Source: an optimization exercise on an open RTL-to-GDS flow (aim: small area, a short achievable clock period and few clock cycles per item). Production flows keep margins and buffers that such runs may drop. In this exercise RTL edits were held to simulation tests only and were not proved equivalent to the original. Power is estimated from default activity; no workload was simulated.

## wip/onyx
Design array_mul_top, start of the top module:
module array_mul_top (
   input  logic        clk,
   input  logic        arst_n,
   input  logic        in_valid,
   input  logic        para_mode,
   input  logic [15:0] a,
   input  logic [15:0] b,
   output logic        out_valid,
   output logic [31:0] p
);
clock: 6.0 ns
lec_check: 0
cap_margin: 20
core_margin: 2
core_utilization: 40
cts_buf_list: sky130_fd_sc_hd__clkbuf_4 sky130_fd_sc_hd__clkbuf_8
cts_cluster_size: 20
setup_slack_margin: 3.4
slew_margin: 20
synth_hierarchical: 1
synth_minimum_keep_size: 0
standard.sh (not shown) runs the stock make flow with config.mk's settings and CLKGATE_MAP_FILE= SYNTH_SCRIPT=/design/flow/synth_recipe.tcl, a recipe that flattens the netlist after the stock synthesis.
==> flow/flow/run.sh <==
#!/bin/bash
# Own layout flow: the standard flow (standard.sh, unchanged steps) with three changes:
# port buffers of sky130_fd_sc_hd__buf_2, the delay cells (clkdlybuf4s*, dlygate*, dlymetal*)
# added to the platform's don't-use list so that repair uses plain buffers, and CTS without
# dummy loads. make's full output goes to orfs_make.log here; each ORFS step also keeps its
# own log under orfs/logs/.
set -euo pipefail
bash standard.sh "BUFFER_PORTS_ARGS=-buffer_cell sky130_fd_sc_hd__buf_1" \
  "DONT_USE_CELLS=sky130_fd_sc_hd__probe_p_8 sky130_fd_sc_hd__probec_p_8 sky130_fd_sc_hd__lpflow_bleeder_1 sky130_fd_sc_hd__lpflow_clkbufkapwr_1 sky130_fd_sc_hd__lpflow_clkbufkapwr_16 sky130_fd_sc_hd__lpflow_clkbufkapwr_2 sky130_fd_sc_hd__lpflow_clkbufkapwr_4 sky130_fd_sc_hd__lpflow_clkbufkapwr_8 sky130_fd_sc_hd__lpflow_clkinvkapwr_1 sky130_fd_sc_hd__lpflow_clkinvkapwr_16 sky130_fd_sc_hd__lpflow_clkinvkapwr_2 sky130_fd_sc_hd__lpflow_clkinvkapwr_4 sky130_fd_sc_hd__lpflow_clkinvkapwr_8 sky130_fd_sc_hd__lpflow_decapkapwr_12 sky130_fd_sc_hd__lpflow_decapkapwr_3 sky130_fd_sc_hd__lpflow_decapkapwr_4 sky130_fd_sc_hd__lpflow_decapkapwr_6 sky130_fd_sc_hd__lpflow_decapkapwr_8 sky130_fd_sc_hd__lpflow_inputiso0n_1 sky130_fd_sc_hd__lpflow_inputiso0p_1 sky130_fd_sc_hd__lpflow_inputiso1n_1 sky130_fd_sc_hd__lpflow_inputiso1p_1 sky130_fd_sc_hd__lpflow_inputisolatch_1 sky130_fd_sc_hd__lpflow_isobufsrc_1 sky130_fd_sc_hd__lpflow_isobufsrc_16 sky130_fd_sc_hd__lpflow_isobufsrc_2 sky130_fd_sc_hd__lpflow_isobufsrc_4 sky130_fd_sc_hd__lpflow_isobufsrc_8 sky130_fd_sc_hd__lpflow_isobufsrckapwr_16 sky130_fd_sc_hd__lpflow_lsbuf_lh_hl_isowell_tap_1 sky130_fd_sc_hd__lpflow_lsbuf_lh_hl_isowell_tap_2 sky130_fd_sc_hd__lpflow_lsbuf_lh_hl_isowell_tap_4 sky130_fd_sc_hd__lpflow_lsbuf_lh_isowell_4 sky130_fd_sc_hd__lpflow_lsbuf_lh_isowell_tap_1 sky130_fd_sc_hd__lpflow_lsbuf_lh_isowell_tap_2 sky130_fd_sc_hd__lpflow_lsbuf_lh_isowell_tap_4  sky130_fd_sc_hd__clkdlybuf4s15_1 sky130_fd_sc_hd__clkdlybuf4s15_2 sky130_fd_sc_hd__clkdlybuf4s18_1 sky130_fd_sc_hd__clkdlybuf4s18_2 sky130_fd_sc_hd__clkdlybuf4s25_1 sky130_fd_sc_hd__clkdlybuf4s25_2 sky130_fd_sc_hd__clkdlybuf4s50_1 sky130_fd_sc_hd__clkdlybuf4s50_2 sky130_fd_sc_hd__dlygate4sd1_1 sky130_fd_sc_hd__dlygate4sd2_1 sky130_fd_sc_hd__dlygate4sd3_1 sky130_fd_sc_hd__dlymetal6s2s_1 sky130_fd_sc_hd__dlymetal6s4s_1 sky130_fd_sc_hd__dlymetal6s6s_1" \
  "CTS_ARGS=-sink_clustering_enable -repair_clock_nets -dont_use_dummy_load -buf_list {sky130_fd_sc_hd__clkbuf_4 sky130_fd_sc_hd__clkbuf_8} -sink_clustering_size 20" \
  finish > orfs_make.log 2>&1
Testbench counts of wip/onyx, summed over its fixed seeds: cycles 4,016, items 4,000.
## Diff of input files: wip/maple against wip/onyx
Settings: CORE_UTILIZATION: 40 -> 50; SETUP_SLACK_MARGIN: 3.4 -> 3.6.
### Flow results
- [wip/maple] cell depth of the worst flop-to-flop path fell 2 relative to wip/onyx
- Timing-limited maximum frequency: wip/maple vs wip/onyx up 0.024 GHz
- In wip/maple the first-pass GRT wire length turned out 2.9% lower than in wip/onyx.
- On boundary pin count, wip/maple and wip/onyx are neck and neck.
- wip/maple reports a higher total track usage than wip/onyx does.
- Comparing wip/maple and wip/onyx, the higher worst slack after detailed placement is on wip/maple.
- Re fraction of final layout cells with drive strength greater than 1: wip/maple is 7.8 points up on wip/onyx.
Setup changes, wip/maple to wip/pepper
Settings: SETUP_SLACK_MARGIN now 3.65, was 3.6; CORE_UTILIZATION now 40, was 50.
## What came out
- Across both runs, number of buffers other than clock buffers in the final layout was higher for wip/pepper than for wip/maple.
- wip/maple has lower met1 routed wirelength after detailed routing than wip/pepper.
- wip/pepper against wip/maple: total power moved up; instance count on the critical path moved down; internal power contribution moved up; number of cells traversed by the worst register-to-register path moved down; combinational logic power level.
- [compare] base=wip/maple new=wip/pepper: relative contribution of combinational cells to total power now sits lower, remaining antenna violation count roughly the same, shortest period the worst path allows saw a decrease.
> inputs changed (wip/pepper -> wip/cedar)
Settings: swapping 3.65 for 3.45 in SETUP_SLACK_MARGIN.
Results
wip/cedar | stages: all done | timing, DRC, antenna: all pass. Between wip/cedar and wip/pepper, it is wip/cedar whose final-layout non-clock buffer area share is lower, by 1.9 points. On power, wip/pepper loses to wip/cedar. Overall global routing resource usage delta for wip/cedar relative to wip/pepper: 0.81 points lower. wip/cedar vs wip/pepper on fraction of final layout cells sized beyond drive strength 1: wip/cedar is the lower one. For the number of stages on the worst setup path, wip/cedar came in 1 higher than wip/pepper did. Sequential cell area share (wip/cedar over wip/pepper): increase, 1.4 points. The run showing the greater fraction of met2 tracks used by global routing is wip/pepper. Summary: with wip/pepper as the reference, clock buffer count from CTS in wip/cedar moved down by a few percent.
> inputs changed (wip/cedar -> wip/juniper)
Settings: SETUP_SLACK_MARGIN changed from 3.45 to 3.55.
Results
Compare wip/cedar and wip/juniper | wire length on met3 higher: wip/juniper. Between wip/cedar and wip/juniper, the ratio of final minimum period to clock period is lower for wip/juniper. Reported for wip/cedar and wip/juniper, hold path depth turned out identical to the last digit.

========
Another version of the RTL of array_mul_top (not shown whole).
Size: roughly 890 cells after synthesis, about 69 I/O pins, about 0.010 mm^2 of cells after synthesis.
// array_mul_top
module array_mul_top (
   input  logic        clk,
   input  logic        arst_n,
   input  logic        in_valid,
   input  logic        para_mode,
   input  logic [15:0] a,
   input  logic [15:0] b,
   output logic        out_valid,
   output logic [31:0] p
);
Settings: LEC_CHECK=0, CAP_MARGIN=20, CORE_MARGIN=2, CORE_UTILIZATION=40, CTS_BUF_LIST=sky130_fd_sc_hd__clkbuf_4 sky130_fd_sc_hd__clkbuf_8, CTS_CLUSTER_SIZE=20, SETUP_SLACK_MARGIN=3.0, SLEW_MARGIN=20, SYNTH_HIERARCHICAL=1, SYNTH_MINIMUM_KEEP_SIZE=0; clock period 6.0 ns.
Scripts as last shown in full above: flow/flow/run.sh
The baseline finished clean.
Testbench counts at the start, summed over its fixed seeds: cycles 4,008, items 4,000.
Edit:
--- a/flow/flow/run.sh
+++ b/flow/flow/run.sh
@@ -8,4 +8,4 @@
 bash standard.sh "BUFFER_PORTS_ARGS=-buffer_cell sky130_fd_sc_hd__buf_1" \
   "DONT_USE_CELLS=sky130_fd_sc_hd__probe_p_8 sky130_fd_sc_hd__probec_p_8 sky130_fd_sc_hd__lpflow_bleeder_1 sky130_fd_sc_hd__lpflow_clkbufkapwr_1 sky130_fd_sc_hd__lpflow_clkbufkapwr_16 sky130_fd_sc_hd__lpflow_clkbufkapwr_2 sky130_fd_sc_hd__lpflow_clkbufkapwr_4 sky130_fd_sc_hd__lpflow_clkbufkapwr_8 sky130_fd_sc_hd__lpflow_clkinvkapwr_1 sky130_fd_sc_hd__lpflow_clkinvkapwr_16 sky130_fd_sc_hd__lpflow_clkinvkapwr_2 sky130_fd_sc_hd__lpflow_clkinvkapwr_4 sky130_fd_sc_hd__lpflow_clkinvkapwr_8 sky130_fd_sc_hd__lpflow_decapkapwr_12 sky130_fd_sc_hd__lpflow_decapkapwr_3 sky130_fd_sc_hd__lpflow_decapkapwr_4 sky130_fd_sc_hd__lpflow_decapkapwr_6 sky130_fd_sc_hd__lpflow_decapkapwr_8 sky130_fd_sc_hd__lpflow_inputiso0n_1 sky130_fd_sc_hd__lpflow_inputiso0p_1 sky130_fd_sc_hd__lpflow_inputiso1n_1 sky130_fd_sc_hd__lpflow_inputiso1p_1 sky130_fd_sc_hd__lpflow_inputisolatch_1 sky130_fd_sc_hd__lpflow_isobufsrc_1 sky130_fd_sc_hd__lpflow_isobufsrc_16 sky130_fd_sc_hd__lpflow_isobufsrc_2 sky130_fd_sc_hd__lpflow_isobufsrc_4 sky130_fd_sc_hd__lpflow_isobufsrc_8 sky130_fd_sc_hd__lpflow_isobufsrckapwr_16 sky130_fd_sc_hd__lpflow_lsbuf_lh_hl_isowell_tap_1 sky130_fd_sc_hd__lpflow_lsbuf_lh_hl_isowell_tap_2 sky130_fd_sc_hd__lpflow_lsbuf_lh_hl_isowell_tap_4 sky130_fd_sc_hd__lpflow_lsbuf_lh_isowell_4 sky130_fd_sc_hd__lpflow_lsbuf_lh_isowell_tap_1 sky130_fd_sc_hd__lpflow_lsbuf_lh_isowell_tap_2 sky130_fd_sc_hd__lpflow_lsbuf_lh_isowell_tap_4  sky130_fd_sc_hd__clkdlybuf4s15_1 sky130_fd_sc_hd__clkdlybuf4s15_2 sky130_fd_sc_hd__clkdlybuf4s18_1 sky130_fd_sc_hd__clkdlybuf4s18_2 sky130_fd_sc_hd__clkdlybuf4s25_1 sky130_fd_sc_hd__clkdlybuf4s25_2 sky130_fd_sc_hd__clkdlybuf4s50_1 sky130_fd_sc_hd__clkdlybuf4s50_2 sky130_fd_sc_hd__dlygate4sd1_1 sky130_fd_sc_hd__dlygate4sd2_1 sky130_fd_sc_hd__dlygate4sd3_1 sky130_fd_sc_hd__dlymetal6s2s_1 sky130_fd_sc_hd__dlymetal6s4s_1 sky130_fd_sc_hd__dlymetal6s6s_1" \
-  "CTS_ARGS=-sink_clustering_enable -repair_clock_nets -dont_use_dummy_load -buf_list {sky130_fd_sc_hd__clkbuf_4 sky130_fd_sc_hd__clkbuf_8} -sink_clustering_size 20" \
+  "CTS_ARGS=-sink_clustering_enable -repair_clock_nets -dont_use_dummy_load -buf_list {sky130_fd_sc_hd__clkbuf_4 sky130_fd_sc_hd__clkbuf_8} -sink_clustering_size 30" \
   finish > orfs_make.log 2>&1
CTS_CLUSTER_SIZE = 30   (was 20)
Effect: Sequential cell count does not change; total power does not change; routed wire length does not change; clock power barely changes.
Edit:
--- a/flow/flow/run.sh
+++ b/flow/flow/run.sh
@@ -6,6 +6,6 @@
 # own log under orfs/logs/.
 set -euo pipefail
-bash standard.sh "BUFFER_PORTS_ARGS=-buffer_cell sky130_fd_sc_hd__buf_1" \
+bash standard.sh "BUFFER_PORTS_ARGS=-buffer_cell sky130_fd_sc_hd__buf_2" \
   "DONT_USE_CELLS=sky130_fd_sc_hd__probe_p_8 sky130_fd_sc_hd__probec_p_8 sky130_fd_sc_hd__lpflow_bleeder_1 sky130_fd_sc_hd__lpflow_clkbufkapwr_1 sky130_fd_sc_hd__lpflow_clkbufkapwr_16 sky130_fd_sc_hd__lpflow_clkbufkapwr_2 sky130_fd_sc_hd__lpflow_clkbufkapwr_4 sky130_fd_sc_hd__lpflow_clkbufkapwr_8 sky130_fd_sc_hd__lpflow_clkinvkapwr_1 sky130_fd_sc_hd__lpflow_clkinvkapwr_16 sky130_fd_sc_hd__lpflow_clkinvkapwr_2 sky130_fd_sc_hd__lpflow_clkinvkapwr_4 sky130_fd_sc_hd__lpflow_clkinvkapwr_8 sky130_fd_sc_hd__lpflow_decapkapwr_12 sky130_fd_sc_hd__lpflow_decapkapwr_3 sky130_fd_sc_hd__lpflow_decapkapwr_4 sky130_fd_sc_hd__lpflow_decapkapwr_6 sky130_fd_sc_hd__lpflow_decapkapwr_8 sky130_fd_sc_hd__lpflow_inputiso0n_1 sky130_fd_sc_hd__lpflow_inputiso0p_1 sky130_fd_sc_hd__lpflow_inputiso1n_1 sky130_fd_sc_hd__lpflow_inputiso1p_1 sky130_fd_sc_hd__lpflow_inputisolatch_1 sky130_fd_sc_hd__lpflow_isobufsrc_1 sky130_fd_sc_hd__lpflow_isobufsrc_16 sky130_fd_sc_hd__lpflow_isobufsrc_2 sky130_fd_sc_hd__lpflow_isobufsrc_4 sky130_fd_sc_hd__lpflow_isobufsrc_8 sky130_fd_sc_hd__lpflow_isobufsrckapwr_16 sky130_fd_sc_hd__lpflow_lsbuf_lh_hl_isowell_tap_1 sky130_fd_sc_hd__lpflow_lsbuf_lh_hl_isowell_tap_2 sky130_fd_sc_hd__lpflow_lsbuf_lh_hl_isowell_tap_4 sky130_fd_sc_hd__lpflow_lsbuf_lh_isowell_4 sky130_fd_sc_hd__lpflow_lsbuf_lh_isowell_tap_1 sky130_fd_sc_hd__lpflow_lsbuf_lh_isowell_tap_2 sky130_fd_sc_hd__lpflow_lsbuf_lh_isowell_tap_4  sky130_fd_sc_hd__clkdlybuf4s15_1 sky130_fd_sc_hd__clkdlybuf4s15_2 sky130_fd_sc_hd__clkdlybuf4s18_1 sky130_fd_sc_hd__clkdlybuf4s18_2 sky130_fd_sc_hd__clkdlybuf4s25_1 sky130_fd_sc_hd__clkdlybuf4s25_2 sky130_fd_sc_hd__clkdlybuf4s50_1 sky130_fd_sc_hd__clkdlybuf4s50_2 sky130_fd_sc_hd__dlygate4sd1_1 sky130_fd_sc_hd__dlygate4sd2_1 sky130_fd_sc_hd__dlygate4sd3_1 sky130_fd_sc_hd__dlymetal6s2s_1 sky130_fd_sc_hd__dlymetal6s4s_1 sky130_fd_sc_hd__dlymetal6s6s_1" \
-  "CTS_ARGS=-sink_clustering_enable -repair_clock_nets -dont_use_dummy_load -buf_list {sky130_fd_sc_hd__clkbuf_4 sky130_fd_sc_hd__clkbuf_8} -sink_clustering_size 30" \
-  finish > orfs_make.log 2>&1
+  "CTS_ARGS=-sink_clustering_enable -repair_clock_nets -dont_use_dummy_load" \
+  "RECOVER_POWER=100" finish > orfs_make.log 2>&1
CTS_BUF_LIST = unset   (was sky130_fd_sc_hd__clkbuf_4 sky130_fd_sc_hd__clkbuf_8)
CTS_CLUSTER_SIZE = unset   (was 30)
What happened: Worst setup slack got worse by 0.46 ns. Clock skew is lower by 0.019 ns. Die area does not change. Via count grows by about 0.3%. Power went up by 1.2%.
Edit:
--- a/flow/flow/run.sh
+++ b/flow/flow/run.sh
@@ -9,3 +9,3 @@
   "DONT_USE_CELLS=sky130_fd_sc_hd__probe_p_8 sky130_fd_sc_hd__probec_p_8 sky130_fd_sc_hd__lpflow_bleeder_1 sky130_fd_sc_hd__lpflow_clkbufkapwr_1 sky130_fd_sc_hd__lpflow_clkbufkapwr_16 sky130_fd_sc_hd__lpflow_clkbufkapwr_2 sky130_fd_sc_hd__lpflow_clkbufkapwr_4 sky130_fd_sc_hd__lpflow_clkbufkapwr_8 sky130_fd_sc_hd__lpflow_clkinvkapwr_1 sky130_fd_sc_hd__lpflow_clkinvkapwr_16 sky130_fd_sc_hd__lpflow_clkinvkapwr_2 sky130_fd_sc_hd__lpflow_clkinvkapwr_4 sky130_fd_sc_hd__lpflow_clkinvkapwr_8 sky130_fd_sc_hd__lpflow_decapkapwr_12 sky130_fd_sc_hd__lpflow_decapkapwr_3 sky130_fd_sc_hd__lpflow_decapkapwr_4 sky130_fd_sc_hd__lpflow_decapkapwr_6 sky130_fd_sc_hd__lpflow_decapkapwr_8 sky130_fd_sc_hd__lpflow_inputiso0n_1 sky130_fd_sc_hd__lpflow_inputiso0p_1 sky130_fd_sc_hd__lpflow_inputiso1n_1 sky130_fd_sc_hd__lpflow_inputiso1p_1 sky130_fd_sc_hd__lpflow_inputisolatch_1 sky130_fd_sc_hd__lpflow_isobufsrc_1 sky130_fd_sc_hd__lpflow_isobufsrc_16 sky130_fd_sc_hd__lpflow_isobufsrc_2 sky130_fd_sc_hd__lpflow_isobufsrc_4 sky130_fd_sc_hd__lpflow_isobufsrc_8 sky130_fd_sc_hd__lpflow_isobufsrckapwr_16 sky130_fd_sc_hd__lpflow_lsbuf_lh_hl_isowell_tap_1 sky130_fd_sc_hd__lpflow_lsbuf_lh_hl_isowell_tap_2 sky130_fd_sc_hd__lpflow_lsbuf_lh_hl_isowell_tap_4 sky130_fd_sc_hd__lpflow_lsbuf_lh_isowell_4 sky130_fd_sc_hd__lpflow_lsbuf_lh_isowell_tap_1 sky130_fd_sc_hd__lpflow_lsbuf_lh_isowell_tap_2 sky130_fd_sc_hd__lpflow_lsbuf_lh_isowell_tap_4  sky130_fd_sc_hd__clkdlybuf4s15_1 sky130_fd_sc_hd__clkdlybuf4s15_2 sky130_fd_sc_hd__clkdlybuf4s18_1 sky130_fd_sc_hd__clkdlybuf4s18_2 sky130_fd_sc_hd__clkdlybuf4s25_1 sky130_fd_sc_hd__clkdlybuf4s25_2 sky130_fd_sc_hd__clkdlybuf4s50_1 sky130_fd_sc_hd__clkdlybuf4s50_2 sky130_fd_sc_hd__dlygate4sd1_1 sky130_fd_sc_hd__dlygate4sd2_1 sky130_fd_sc_hd__dlygate4sd3_1 sky130_fd_sc_hd__dlymetal6s2s_1 sky130_fd_sc_hd__dlymetal6s4s_1 sky130_fd_sc_hd__dlymetal6s6s_1" \
   "CTS_ARGS=-sink_clustering_enable -repair_clock_nets -dont_use_dummy_load" \
-  "RECOVER_POWER=100" finish > orfs_make.log 2>&1
+  "RECOVER_POWER=30" finish > orfs_make.log 2>&1
Final area goes up by 1.6%.
Core utilization goes up by 0.75 points.
Setup slack barely changes.
Worst hold slack hardly moves.
Power goes up by 4.7%.
Sequential cell count stays the same.
Global-route usage stays the same.
Final cell count does not change.
Clock power barely changes.
Sequential share of layout area goes down by 0.44 points.

[static timing again, ports no longer ideal]
Ports are ideal in the flow. The routed layouts listed here were re-timed in OpenROAD.
Step 1 (the two cells are an assumption about what drives the block):
set clk [get_ports {clk}]
set_driving_cell -lib_cell sky130_fd_sc_hd__clkbuf_16 $clk
set_driving_cell -lib_cell sky130_fd_sc_hd__buf_2 [delete_from_list [all_inputs] $clk]
Step 2 adds t to the input delays and takes it off the output delays; t is the mean of the earliest and latest rising clock arrival at the registers after step 1. Input paths then give back, and output paths get back, about the clock's delay inside the block.
Three values: ideal, step 1, step 2; two values: the first two.
run | shift t [ns] | slack for setup (ns) | clock arrival spread, ns | pins driven straight from the clock port
wip/onyx | 0.558 | 3.409 / 3.416 / 2.858 | 0.079 / 0.080 | 1
wip/maple | 0.553 | 3.564 / 3.564 / 3.059 | 0.064 / 0.065 | 1
wip/pepper | 0.546 | 3.568 / 3.568 / 3.049 | 0.096 / 0.095 | 1
wip/cedar | 0.544 | 3.472 / 3.469 / 2.925 | 0.066 / 0.067 | 1
wip/juniper | 0.554 | 3.553 / 3.544 / 2.990 | 0.036 / 0.035 | 1
the first run of note 2 | 0.488 | 3.000 / 3.006 / 2.519 | 0.049 / 0.049 | 1
the second run of note 2 | 0.488 | 3.000 / 3.006 / 2.519 | 0.049 / 0.049 | 1
the third run of note 2 | 0.467 | 2.542 / 2.561 / 2.094 | 0.030 / 0.030 | 1
the fourth run of note 2 | 0.468 | 2.541 / 2.546 / 2.078 | 0.029 / 0.030 | 1
After both steps every run listed still meets setup and hold. For wip/juniper, which loses most, drivers alone change the setup slack by -0.009 ns; drivers and shift together by -0.563 ns.
